Background: an optimization exercise with open tools, aiming at small area, a short achievable clock period and few clock cycles. Do not read the settings as production practice.
At most, simulation tests tie the RTL to the original design; equivalence was not proved.
Function not checked in run 2: the RTL went through the layout flow alone.

==> flow/design.v, too long to show whole: its modules and the start of the top module <==
// module conv_mac: 1971 lines
// module conv_fa: 7 lines
// module conv_top: 107 lines
module conv_top #(
  parameter int IMG_BITS = 6
) (
  input  logic                  clk,
  input  logic                  reset,
  input  logic                  ready,
  input  logic signed [19:0]    idata,
  output logic                  busy,
  output logic [2*IMG_BITS-1:0] iaddr,
  output logic                  cwr,
  output logic [2*IMG_BITS-1:0] caddr_wr,
  output logic signed [19:0]    cdata_wr
);
  // ...
==> flow/flow/run.sh <==
#!/bin/bash
# The standard layout, with post-cts and post-route timing repair aiming
# for setup slack well above what the 13.5 ns clock needs, so that the
# resizer also shortens paths the clock alone would leave slow.
set -euo pipefail
bash standard.sh SETUP_SLACK_MARGIN=9.6 finish > standard_make.log 2>&1
==> flow/standard.sh <==
#!/bin/bash
# synth_recipe.tcl (not shown) runs the flow's synth.tcl, then flattens the netlist and writes it again
# the make line also repeats each setting of config.mk as NAME=value (left out here)
make -C /OpenROAD-flow-scripts/flow DESIGN_CONFIG=/design/flow/config.mk WORK_HOME=/design/flow/orfs CLKGATE_MAP_FILE= SYNTH_SCRIPT=/design/flow/synth_recipe.tcl "${@:-finish}"
==> flow/config.mk <==
export PLATFORM = sky130hd
export DESIGN_NAME = conv_top
export DESIGN_NICKNAME = conv_top
export VERILOG_FILES = /design/flow/design.v
export SDC_FILE = /design/flow/constraint.sdc
export NUM_CORES = 4
export LEC_CHECK = 0
export CAP_MARGIN = 20
export CORE_MARGIN = 2
export CORE_UTILIZATION = 40
export CTS_BUF_LIST = sky130_fd_sc_hd__clkbuf_8
export CTS_CLUSTER_SIZE = 30
export SLEW_MARGIN = 20
export SYNTH_HIERARCHICAL = 1
export SYNTH_MINIMUM_KEEP_SIZE = 0
==> flow/constraint.sdc <==
create_clock -name core_clock -period 13.5 [get_ports {clk}]
set_input_delay 2.7000 -clock core_clock [delete_from_list [all_inputs] [get_ports {clk}]]
set_output_delay 2.7000 -clock core_clock [all_outputs]
set_load 0.01 [all_outputs]
==> impl_metrics.xml, run 1 <==
<?xml version="1.0" encoding="UTF-8"?>
<metrics>
  <group name="outcome">
    <metric name="outcome" unit="">complete, no violations</metric>
  </group>
  <group name="synth">
    <metric name="synth_enable_flop_cells" unit="">0</metric>
    <metric name="syn_avg_cell_area" unit="µm²">14.6</metric>
    <metric name="synth_sequential_area_ratio" unit="">0.395</metric>
    <metric name="synth_top_family_by_area" unit="">adder cells</metric>
    <metric name="cells_after_synth" unit="">2540</metric>
    <metric name="yosys-top-cells-count" unit="">fa_1 (788), dfxtp_1 (686), inv_1 (261), ha_1 (136), nor2_1 (74)</metric>
    <metric name="yosys_most_used_dff" unit="">dfxtp_1</metric>
    <metric name="synthesis.nets" unit="">3487</metric>
  </group>
  <group name="final_layout">
    <metric name="largest_cell_class" unit="">multi-input combinational cells</metric>
    <metric name="share_of_the_final_layout_cell_area_in_multi_input_gates" unit="">0.500</metric>
    <metric name="drive_above_1_share" unit="">0.174</metric>
    <metric name="largest_register_ff_count" unit="">460</metric>
  </group>
  <group name="floorplanning">
    <metric name="num_io_pins" unit="">69</metric>
    <metric name="chipHeight" unit="µm">308</metric>
  </group>
  <group name="critical_path">
    <metric name="cp_data_arrival_time" unit="ns">1.43</metric>
    <metric name="timing.critical_path.slowest_stage_cell" unit="">dfstp_2</metric>
    <metric name="cp_data_required_time" unit="ns">10.80</metric>
    <metric name="critical_path.reg2reg.endpoint" unit="">u_mac.q16_1</metric>
    <metric name="regToRegSetupSlack" unit="ns">9.65</metric>
  </group>
  <group name="global_routing">
    <metric name="grt_start_max_net_pins" unit="">28</metric>
    <metric name="grt.met3_usage" unit="">0.0488</metric>
    <metric name="grt_remaining_overflow" unit="">0</metric>
  </group>
  <group name="timing">
    <metric name="maxSlewViolCount" unit="">0</metric>
    <metric name="setup_tns" unit="ns">0</metric>
    <metric name="slew_headroom" unit="">0.386</metric>
    <metric name="fmaxAchievable" unit="MHz">242</metric>
  </group>
  <group name="flow_run">
    <metric name="cap_viol_max_count" unit="">0</metric>
  </group>
  <group name="cts">
    <metric name="clk_transition_reported_paths" unit="ns">0.06</metric>
    <metric name="tritoncts" unit="">done</metric>
  </group>
  <group name="routing">
    <metric name="antenna_left" unit="">0</metric>
    <metric name="met3_length" unit="mm">7.37</metric>
    <metric name="detailroute.via_count" unit="">20644</metric>
    <metric name="top_signal_layer_used" unit="">met4</metric>
    <metric name="routed-wl-met2" unit="mm">53.7</metric>
  </group>
</metrics>
Testbench counts, summed over its fixed seeds: cycles 41,712.
==> run 2, diff against run 1 <==
--- a/flow/design.v
+++ b/flow/design.v
@@ -1961,19 +1961,21 @@
   conv_fa u_s1637 (.a(s1565), .b(c1564), .c(~q33_3), .s(s1637), .co(c1638));
   wire s1639, c1640;
   conv_fa u_s1639 (.a(s1567), .b(c1566), .c(~q34_2), .s(s1639), .co(c1640));
   wire s1641, c1642;
   conv_fa u_s1641 (.a(s1569), .b(c1568), .c(~q35_3), .s(s1641), .co(c1642));
   wire [35:0] ra = {s1641, s1639, s1637, s1635, s1633, s1631, s1629, s1627, s1625, s1623, s1621, s1619, s1617, s1615, s1613, s1611, s1609, s1607, s1605, s1603, s1601, s1599, s1597, s1595, s1593, s1591, s1589, s1587, s1585, s1583, s1581, s1579, s1577, ~s1575, ~s1573, s1571};
   wire [35:0] rb = {c1640, c1638, c1636, c1634, c1632, c1630, c1628, c1626, c1624, c1622, c1620, c1618, c1616, c1614, c1612, c1610, c1608, c1606, c1604, c1602, c1600, c1598, c1596, c1594, c1592, c1590, c1588, c1586, c1584, c1582, c1580, c1578, ~c1576, c1574, c1572, ~q0_3};
   wire [35:0] s = ra + rb;
+  logic [19:0] sum_q;
   always_ff @(posedge clk) begin
-    res <= s[35] ? 20'd0 : s[35:16];
+    sum_q <= s[35:16];
   end
+  assign res = sum_q[19] ? 20'd0 : sum_q;
 endmodule
 module conv_fa (
   input  logic a, b, c,
   output logic s, co
 );
   assign s  = a ^ b ^ c;
   assign co = (a & b) | (a & c) | (b & c);
 endmodule
==> flow/config.mk (replaced) <==
export PLATFORM = sky130hd
export DESIGN_NAME = conv_top
export DESIGN_NICKNAME = conv_top
export VERILOG_FILES = /design/flow/design.v
export SDC_FILE = /design/flow/constraint.sdc
export NUM_CORES = 4
export LEC_CHECK = 0
export CAP_MARGIN = 20
export CORE_MARGIN = 2
export CORE_UTILIZATION = 40
export SLEW_MARGIN = 20
export SYNTH_HIERARCHICAL = 1
export SYNTH_MINIMUM_KEEP_SIZE = 0
==> run 2 against run 1 <==
Net effect: still clean; utilization up 0.22 points; maximum frequency rose by 0.38%; design area grew 0.62%; critical path depth grew 2; via count down 0.33%; global-route usage grew 0.34 points.
==> impl_metrics.xml, run 2 <==
<?xml version="1.0" encoding="UTF-8"?>
<metrics>
  <group name="outcome">
    <metric name="outcome" unit="">complete, no violations</metric>
  </group>
  <group name="routing">
    <metric name="drt_iter0_markers" unit="">1491</metric>
    <metric name="routed_wirelength" unit="mm">117</metric>
    <metric name="drt-wirelength-per-cell" unit="µm">28.7</metric>
    <metric name="drc" unit="">0</metric>
    <metric name="antenna_left" unit="">0</metric>
    <metric name="detailroute.via_count" unit="">20576</metric>
    <metric name="post_drt_via_cell_ratio" unit="">5.04</metric>
    <metric name="drt-pass1-iter-count" unit="">5</metric>
  </group>
  <group name="critical_path">
    <metric name="type_of_origin_of_the_critical_path" unit="">flip-flop</metric>
    <metric name="cp_data_arrival_time" unit="ns">1.41</metric>
    <metric name="critical_path_class" unit="">reg -&gt; out</metric>
    <metric name="slowest_delay" unit="ns">0.36</metric>
    <metric name="cp_cell_sequence" unit="">buf_12, nor2b_1, buf_2</metric>
    <metric name="cp_data_required_time" unit="ns">10.80</metric>
    <metric name="critical_path.max_fanout" unit="">9</metric>
    <metric name="timing.critical_path.slowest_stage_cell" unit="">dfxtp_4</metric>
    <metric name="critical_path.endpoint_type" unit="">output pin</metric>
  </group>
  <group name="final_layout">
    <metric name="most_frequent_cells_in_the_layout" unit="">fa_1 (784), dfxtp_1 (560), inv_1 (266)</metric>
    <metric name="reg_top3" unit="">sr x460, u_mac.pa0 x22, u_mac.pa2 x22</metric>
    <metric name="final.fill_count" unit="">8024</metric>
    <metric name="multi_input_comb_area" unit="µm²">21400</metric>
    <metric name="finish.net_count" unit="">3727</metric>
    <metric name="max_flop_register" unit="">sr</metric>
    <metric name="antennaDiodeCount" unit="">0</metric>
    <metric name="drive_above_1_share" unit="">0.157</metric>
    <metric name="final-seq-area" unit="µm²">15000</metric>
    <metric name="area.growth.synth_to_final" unit="%">16.4</metric>
    <metric name="largest_register_ff_count" unit="">460</metric>
    <metric name="layout_commonest_cell" unit="">fa_1</metric>
  </group>
  <group name="placement">
    <metric name="io_buffers" unit="">67</metric>
    <metric name="gp_congestion" unit="">0.993</metric>
    <metric name="hpwl" unit="mm">92.2</metric>
  </group>
  <group name="timing">
    <metric name="finalCritPeriodShare" unit="">0.304</metric>
    <metric name="setup_tns" unit="ns">0</metric>
    <metric name="tightestPinTransition" unit="ns">1.07</metric>
    <metric name="setup_repair_after_global_routing_missed_its_margin" unit="">yes</metric>
    <metric name="finClkSkew" unit="ns">0.0373</metric>
    <metric name="timing.final.setup_violations" unit="">0</metric>
    <metric name="maxSlewViolCount" unit="">0</metric>
    <metric name="slew_headroom" unit="">0.283</metric>
    <metric name="finalCriticalPeriod" unit="ns">4.11</metric>
    <metric name="hold_violation_total_from_the_final_report" unit="">0</metric>
    <metric name="fmaxAchievable" unit="MHz">243</metric>
  </group>
  <group name="global_routing">
    <metric name="track_usage" unit="">0.254</metric>
    <metric name="grt_start_max_net_pins" unit="">36</metric>
    <metric name="grt_util_met2" unit="">0.403</metric>
    <metric name="first_pass_grt_wire_length" unit="mm">165</metric>
    <metric name="first_global_vias" unit="">22393</metric>
    <metric name="grt_antenna_before_repair" unit="">4</metric>
    <metric name="grt.met1_usage" unit="">0.361</metric>
    <metric name="grt_remaining_overflow" unit="">0</metric>
    <metric name="layer_with_the_highest_usage" unit="">met2</metric>
    <metric name="grt.met3_usage" unit="">0.0457</metric>
  </group>
  <group name="cts">
    <metric name="insertion_delay" unit="ns">0.65</metric>
    <metric name="cts_num_sinks" unit="">722</metric>
    <metric name="numCtsBuffers" unit="">75</metric>
    <metric name="ctsHoldBuffers" unit="">0</metric>
    <metric name="cts_root_buffer" unit="">clkbuf_16</metric>
    <metric name="tritoncts" unit="">done</metric>
    <metric name="clock_path_buffers" unit="">3</metric>
    <metric name="htree_num_levels" unit="">3</metric>
    <metric name="clk_transition_reported_paths" unit="ns">0.06</metric>
  </group>
  <group name="synth">
    <metric name="yosys_most_used_dff" unit="">dfxtp_1</metric>
    <metric name="synthesis.nets" unit="">3505</metric>
    <metric name="yosys-top-cells-count" unit="">fa_1 (788), dfxtp_1 (687), inv_1 (266), ha_1 (136), a21oi_1 (82)</metric>
    <metric name="synth_warnings" unit="">9</metric>
    <metric name="yosys.area.top_type_share" unit="">0.426</metric>
    <metric name="netlist_top_cells_area" unit="">fa_1 (43%), dfxtp_1 (37%), ha_1 (4.6%), inv_1 (2.7%), dfrtp_1 (1.9%)</metric>
    <metric name="synth.ff_latch_count" unit="">722</metric>
    <metric name="cells_after_synth" unit="">2558</metric>
    <metric name="syn_avg_cell_area" unit="µm²">14.5</metric>
    <metric name="yosys.cell_count.top_type" unit="">fa_1</metric>
    <metric name="ys_async_sr_fraction" unit="">0.0485</metric>
    <metric name="synth_top_cell_by_area" unit="">fa_1</metric>
    <metric name="mappedNetlistArea" unit="µm²">37100</metric>
    <metric name="synth_cell_type_count" unit="">68</metric>
    <metric name="synth_enable_flop_cells" unit="">0</metric>
    <metric name="synth_sequential_area_ratio" unit="">0.395</metric>
  </group>
  <group name="floorplanning">
    <metric name="core" unit="µm²">91800</metric>
    <metric name="fp-row-count" unit="">111</metric>
    <metric name="num_io_pins" unit="">69</metric>
    <metric name="die-area" unit="µm²">95100</metric>
    <metric name="initial_utilization" unit="">0.404</metric>
    <metric name="overall_die_width" unit="µm">308</metric>
    <metric name="chipHeight" unit="µm">308</metric>
  </group>
  <group name="hold_path">
    <metric name="min_path_type" unit="">reg -&gt; reg</metric>
  </group>
  <group name="flow_run">
    <metric name="cap_viol_max_count" unit="">0</metric>
  </group>
</metrics>
run 2: final timing paths:
kind	startpoint	endpoint	slack, ns	cells after the start
worst max-delay path	u_mac.sum_q[19]	cdata_wr[16]	9.39	3
worst min-delay path	sr[15][13]	sr[16][13]	0.32	0
worst max register to register	sr[1][7]	u_mac.q19_0	9.64	7
worst min register to register	sr[15][13]	sr[16][13]	0.32	0
max in group asynchronous	reset	arow[1]	10.70	3
min in group asynchronous	reset	caddr_wr[1]	2.44	3
run 2: area by class of cell:
type,instances,share of cell area
multi-input combinational,1552,0.496
sequential,722,0.348
clock buffer,92,0.0471
tap,1243,0.0360
timing repair buffer,163,0.0344
inverter,266,0.0231
clock inverter,46,0.0151
run 2: Yosys stat by module, one instance, submodules excluded:
| module | times used | cells | cell area, µm² | flops+latches |
|---|---|---|---|---|
| conv_top | 1 | 682 | 11300 | 495 |
| conv_mac | 1 | 1091 | 10100 | 227 |
| conv_fa | 785 | 1 | 20.0 | 0 |
run 2: logic make-up after synthesis:
| group | synth area share |
|---|---|
| AOI/OAI and AO/OA | 0.0426 |
| xor gates and xnor gates | 0.0189 |
| adders and majority gates | 0.471 |
| buffers and inverters | 0.0297 |
| DFF | 0.395 |
| muxes | 0.00240 |
| other | 0.000101 |
| and+or+nand+nor | 0.0401 |
run 2: layer usage:
metal,share of wire,vias to the layer above
li1,-,8579
met1,0.45,11089
met2,0.46,732
met3,0.064,176
met4,0.026,0
met5,0,-
run 2: what timing repair did:
action,CTS,global route
gates resized for setup,377,87
setup endpoints to repair,123,93
pin swaps,1,4
buffers inserted,28,25
run 2: worst max-delay path, delay by kind of cell, from the launching register on:
| family | cells | cell delay (ns) |
|---|---|---|
| DFF | 1 | 0.36 |
| buffers and inverters | 2 | 0.31 |
| and+or+nand+nor | 1 | 0.12 |
run 2: through the flow:
step           hold slack, ns   util  setup WS [ns]  cells  area, µm²
6_report                0.316  0.470           9.39   4084      43100
5_1_grt                 0.328  0.470           9.35   4084      43100
4_1_cts                 0.313  0.465           9.34   4059      42700
3_5_place_dp            0.312  0.431           9.06   3893      39500
3_3_place_gp            0.310  0.431           9.10   3893      39500
2_1_floorplan           0.310      -           9.82   2558      37100

separate check: timing with driven ports:
In the flow no input, the clock included, has a driving cell. The finished layouts below were timed again as built, in two steps. Step 1, drivers: a clkbuf_16 drives clk and a buf_2 each remaining input, both assumed. Step 2 adds t to the input delays and takes it off the output delays; t is the mean of the earliest and latest rising clock arrival at the registers after step 1. Input paths then give back, and output paths get back, about the clock's delay inside the block. Slacks: no drivers / after step 1 / after step 2; pairs: no drivers / after step 1.
run | t (ns) | setup WS [ns] | worst data-port slew with drivers (ns)
run 1 | 0.831 | 9.374 / 9.310 / 9.646 | 0.05
run 2 | 0.704 | 9.390 / 9.318 / 9.641 | 0.06
After both steps setup and hold are still met in every run listed.
